Context: an optimization exercise on an open-source flow, tuned for small area. The choices shown serve that exercise and are no tape-out recipe.
Where RTL was checked, it was by simulation tests only, not by an equivalence proof against the original.
Power figures rest on the tool's default switching activity, not on a simulated workload.

Setup of run 1:
## executeBranchTop
module executeBranchTop (
    input  logic               clockSignal,
    input  logic               resetSignal,
    input  logic               instrValid,
    input  cpuDefsPkg::dataWord instruction,
    input  cpuDefsPkg::dataWord operandA,
    input  cpuDefsPkg::dataWord operandB,
    input  cpuDefsPkg::dataWord pcPlus4,
    output logic               resultValid,
    output cpuDefsPkg::dataWord resultData,
    output logic               overflowFlag,
    output logic               branchResolved,
    output logic               branchTaken,
    output logic               predictedTakenOut,
    output logic               mispredict,
    output cpuDefsPkg::dataWord redirectPc
);
Settings: LEC_CHECK=0, CAP_MARGIN=20, CORE_MARGIN=2, CORE_UTILIZATION=40, CTS_BUF_LIST=sky130_fd_sc_hd__clkbuf_4 sky130_fd_sc_hd__clkbuf_8, SLEW_MARGIN=20, SYNTH_HIERARCHICAL=1; clock period 6.0 ns.
run.sh (not shown) runs the stock make flow with config.mk's settings and CLKGATE_MAP_FILE= SYNTH_SCRIPT=/design/flow/synth_recipe.tcl, a recipe that flattens the netlist after the stock synthesis.
Here is what was changed in the inputs of run 2 compared with run 1.
==> flow/flow/run.sh (new file) <==
#!/bin/bash
# The standard layout (the standard.sh, unchanged synthesis), with the port
# buffers made from the smallest buffer cell instead of the default delay buffer.
set -euo pipefail
bash standard.sh \
  "BUFFER_PORTS_ARGS=-buffer_cell sky130_fd_sc_hd__buf_1" \
  finish > standard_flow.log 2>&1
==> flow/standard.sh (new file) <==
#!/bin/bash
# synth_recipe.tcl (not shown) runs the flow's synth.tcl, then flattens the netlist and writes it again
# the make line also repeats each setting of config.mk as NAME=value (left out here)
make -C /OpenROAD-flow-scripts/flow DESIGN_CONFIG=/design/flow/config.mk WORK_HOME=/design/flow/orfs CLKGATE_MAP_FILE= SYNTH_SCRIPT=/design/flow/synth_recipe.tcl "${@:-finish}"
removed: flow/run.sh
==> comparison <==
Run 2 and run 1 ended up with roughly the same combined area of the multi-input logic cells.
The higher portion of total power attributed to the clock network came out of run 2.
Compared to run 1, run 2 has number of buffers and inverters on the critical path 1 lower.
STATUS worst slack at placement: run 2 wins against run 1
Looking only at final period utilization, and setting everything else aside, the lower value of run 1 and run 2 goes to run 2.
Compared to run 1, run 2 shows a wider setup margin.
Compared to run 1, the router laid down less metal wire for run 2.
When run 2 is measured against run 1, its final non-filler cell total turns out 0.42% lower.
Run 2 vs run 1: layout overhead on the synthesized area down
Per the comparison of run 2 with run 1, data arrival time of the critical path +0.03 ns; total power draw went down about 4.6%.
### run 2 -> run 3
==> flow/flow/run.sh <==
#!/bin/bash
# The standard layout (the standard.sh, unchanged synthesis), with the port
# buffers made from the smallest buffer cell instead of the default delay buffer,
# and a clock tree with larger sink clusters and no dummy loads.
set -euo pipefail
bash standard.sh \
  "BUFFER_PORTS_ARGS=-buffer_cell sky130_fd_sc_hd__buf_1" \
  "CTS_ARGS=-sink_clustering_enable -repair_clock_nets -buf_list {sky130_fd_sc_hd__clkbuf_4 sky130_fd_sc_hd__clkbuf_8} -sink_clustering_size 18 -sink_clustering_max_diameter 80 -dont_use_dummy_load" \
  finish > standard_flow.log 2>&1
==> notes.md <==
Run 3 consumes less power than run 2 does.
Of run 2 and run 3, run 3 shows the higher time the final worst path needs with I/O delays and setup, with run 2 below it.
Changes observed in run 3 relative to run 2: maximum frequency fell 4.2 MHz; area growth from synthesis to layout fell 4.9 points.
Run 3 drops fewer vias than run 2.
Cmp run 2 and run 3 / multi-input gate share of the layout cell area / higher: run 3
Changes in run 4 relative to run 3:
Settings: swapping 40 for 60 in CORE_UTILIZATION; swapping 20 for 0 in SLEW_MARGIN; swapping 20 for 0 in CAP_MARGIN.
==> flow/run.sh (new file) <==
#!/bin/bash
# synth_recipe.tcl (not shown) runs the flow's synth.tcl, then flattens the netlist and writes it again
# the make line also repeats each setting of config.mk as NAME=value (left out here)
make -C /OpenROAD-flow-scripts/flow DESIGN_CONFIG=/design/flow/config.mk WORK_HOME=/design/flow/orfs CLKGATE_MAP_FILE= SYNTH_SCRIPT=/design/flow/synth_recipe.tcl finish
removed: flow/flow/run.sh
removed: flow/standard.sh
==> notes.md <==
Run 4 consumes more power than run 3 does. Looking at area of placed instances across run 4 and run 3, the one that comes out lower is run 3. Termination of the worst setup path: u_resolver.overflowFlag -> run 4, u_resolver.resultReg[26] -> run 3. Looking only at routed via count, and setting everything else aside, the higher value of run 4 and run 3 goes to run 4. Run 4 vs. run 3: final area went up 10%; clock latency reported for the late side of the worst-skew pair went down 0.06 ns; critical path depth went up 1; relative slew slack went up 10 points. | clock buffer count in the final layout | run 4 vs run 3 | 33 higher |. Net switching power is higher on run 4. Cmp run 4 and run 3 / register-to-register slack / lower: run 3. Wire length shrinks by a few percent when moving from run 3 to run 4.
No functional check of the RTL was part of any run of this note.

Another version of the RTL of executeBranchTop (not shown whole).
Size in the first run: ~200 I/O pins.
Design executeBranchTop, start of the top module:
module executeBranchTop (
    input  logic               clockSignal,
    input  logic               resetSignal,
    input  logic               instrValid,
    input  cpuDefsPkg::dataWord instruction,
    input  cpuDefsPkg::dataWord operandA,
    input  cpuDefsPkg::dataWord operandB,
    input  cpuDefsPkg::dataWord pcPlus4,
    output logic               resultValid,
    output cpuDefsPkg::dataWord resultData,
    output logic               overflowFlag,
    output logic               branchResolved,
    output logic               branchTaken,
    output logic               predictedTakenOut,
    output logic               mispredict,
    output cpuDefsPkg::dataWord redirectPc
);
export LEC_CHECK = 0
export CAP_MARGIN = 20
export CORE_MARGIN = 2
export CORE_UTILIZATION = 65
export CTS_BUF_LIST = sky130_fd_sc_hd__clkbuf_4 sky130_fd_sc_hd__clkbuf_8
export SLEW_MARGIN = 20
export SYNTH_HIERARCHICAL = 1
create_clock -name core_clock -period 6.0 [get_ports {clockSignal}]
standard.sh (not shown) runs the stock make flow with config.mk's settings and CLKGATE_MAP_FILE= SYNTH_SCRIPT=/design/flow/synth_recipe.tcl, a recipe that flattens the netlist after the stock synthesis.
==> flow/flow/run.sh <==
#!/bin/bash
# The standard layout (the standard.sh, unchanged synthesis), with the port
# buffers made from the smallest buffer cell instead of the default delay buffer,
# a clock tree with larger sink clusters and no dummy loads, and gates on paths
# with slack sized down after global routing (RECOVER_POWER).
set -euo pipefail
bash standard.sh \
  "BUFFER_PORTS_ARGS=-buffer_cell sky130_fd_sc_hd__buf_1" \
  "CTS_ARGS=-sink_clustering_enable -repair_clock_nets -buf_list {sky130_fd_sc_hd__clkbuf_4 sky130_fd_sc_hd__clkbuf_8} -sink_clustering_size 18 -sink_clustering_max_diameter 80 -dont_use_dummy_load" \
  RECOVER_POWER=100 \
  finish > standard_flow.log 2>&1
The baseline produced a clean layout.
Next try:
==> flow/flow/run.sh (replaced) <==
#!/bin/bash
# The standard layout (the standard.sh, unchanged synthesis), with the port
# buffers made from the smallest buffer cell instead of the default delay buffer,
# and a clock tree with larger sink clusters and no dummy loads.
set -euo pipefail
bash standard.sh \
  "BUFFER_PORTS_ARGS=-buffer_cell sky130_fd_sc_hd__buf_1" \
  "CTS_ARGS=-sink_clustering_enable -repair_clock_nets -buf_list {sky130_fd_sc_hd__clkbuf_4 sky130_fd_sc_hd__clkbuf_8} -sink_clustering_size 18 -sink_clustering_max_diameter 80 -dont_use_dummy_load" \
  finish > standard_flow.log 2>&1
CORE_UTILIZATION = 40   (was 65)
The new run finished with timing, DRC and antenna clean.
Global-route usage drops by 11 points.
Core utilization drops by 27 points.
Total power climbs by 0.78%.
Wire length climbs by about 3.6%.
Next try:
--- a/flow/flow/run.sh
+++ b/flow/flow/run.sh
@@ -3,3 +3,4 @@
 # buffers made from the smallest buffer cell instead of the default delay buffer,
-# and a clock tree with larger sink clusters and no dummy loads.
+# a clock tree with larger sink clusters and no dummy loads, and gates on paths
+# with slack sized down after global routing (RECOVER_POWER).
 set -euo pipefail
@@ -8,2 +9,3 @@
   "CTS_ARGS=-sink_clustering_enable -repair_clock_nets -buf_list {sky130_fd_sc_hd__clkbuf_4 sky130_fd_sc_hd__clkbuf_8} -sink_clustering_size 18 -sink_clustering_max_diameter 80 -dont_use_dummy_load" \
+  RECOVER_POWER=100 \
   finish > standard_flow.log 2>&1
Result: The changed run finished with timing, DRC and antenna clean; power drops slightly; combinational power drops slightly; via count is about the same; synthesized area does not change; worst setup slack gets worse by 220 ps; routed wire length barely changes.

port drivers added, routing unchanged:
No port has a modelled driver above. Below, the same layouts with a new extraction and two added sets of constraints.
Step 1 sets driving cells, clkbuf_16 on the clock port and buf_2 on the other inputs (assumed; they add their load-dependent delay and slew).
Step 2, shift: input delay + t, output delay - t, t = (earliest + latest rising clock arrival at the registers) / 2. This alone moves slack from input paths to output paths.
Three values: ideal, step 1, step 2; two values: the first two.
run | shift t [ns] | setup slack, ns | worst hold slack (ns) | worst setup path at the end
run 1 | 0.627 | 0.859 / 0.878 / 0.251 | 0.624 / 0.624 / 0.624 | input to register
run 2 | 0.631 | 1.083 / 1.103 / 0.473 | 0.620 / 0.620 / 0.620 | input to register
run 3 | 0.594 | 0.979 / 1.002 / 0.408 | 0.627 / 0.627 / 0.627 | input to register
run 4 | 0.576 | 0.798 / 0.823 / 0.247 | 0.585 / 0.585 / 0.585 | input to register
the first run of note 2 | 0.572 | 0.440 / 0.443 / -0.128 | 0.571 / 0.571 / 0.571 | input to register
the second run of note 2 | 0.595 | 0.784 / 0.805 / 0.209 | 0.596 / 0.596 / 0.596 | input to register
the third run of note 2 | 0.595 | 0.568 / 0.590 / -0.005 | 0.580 / 0.580 / 0.580 | input to register
Met with ideal ports but missed after step 2: setup timing in the first run of note 2 and the third run of note 2. For run 2, which loses most, drivers alone change the setup slack by +0.020 ns; drivers and shift together by -0.610 ns.
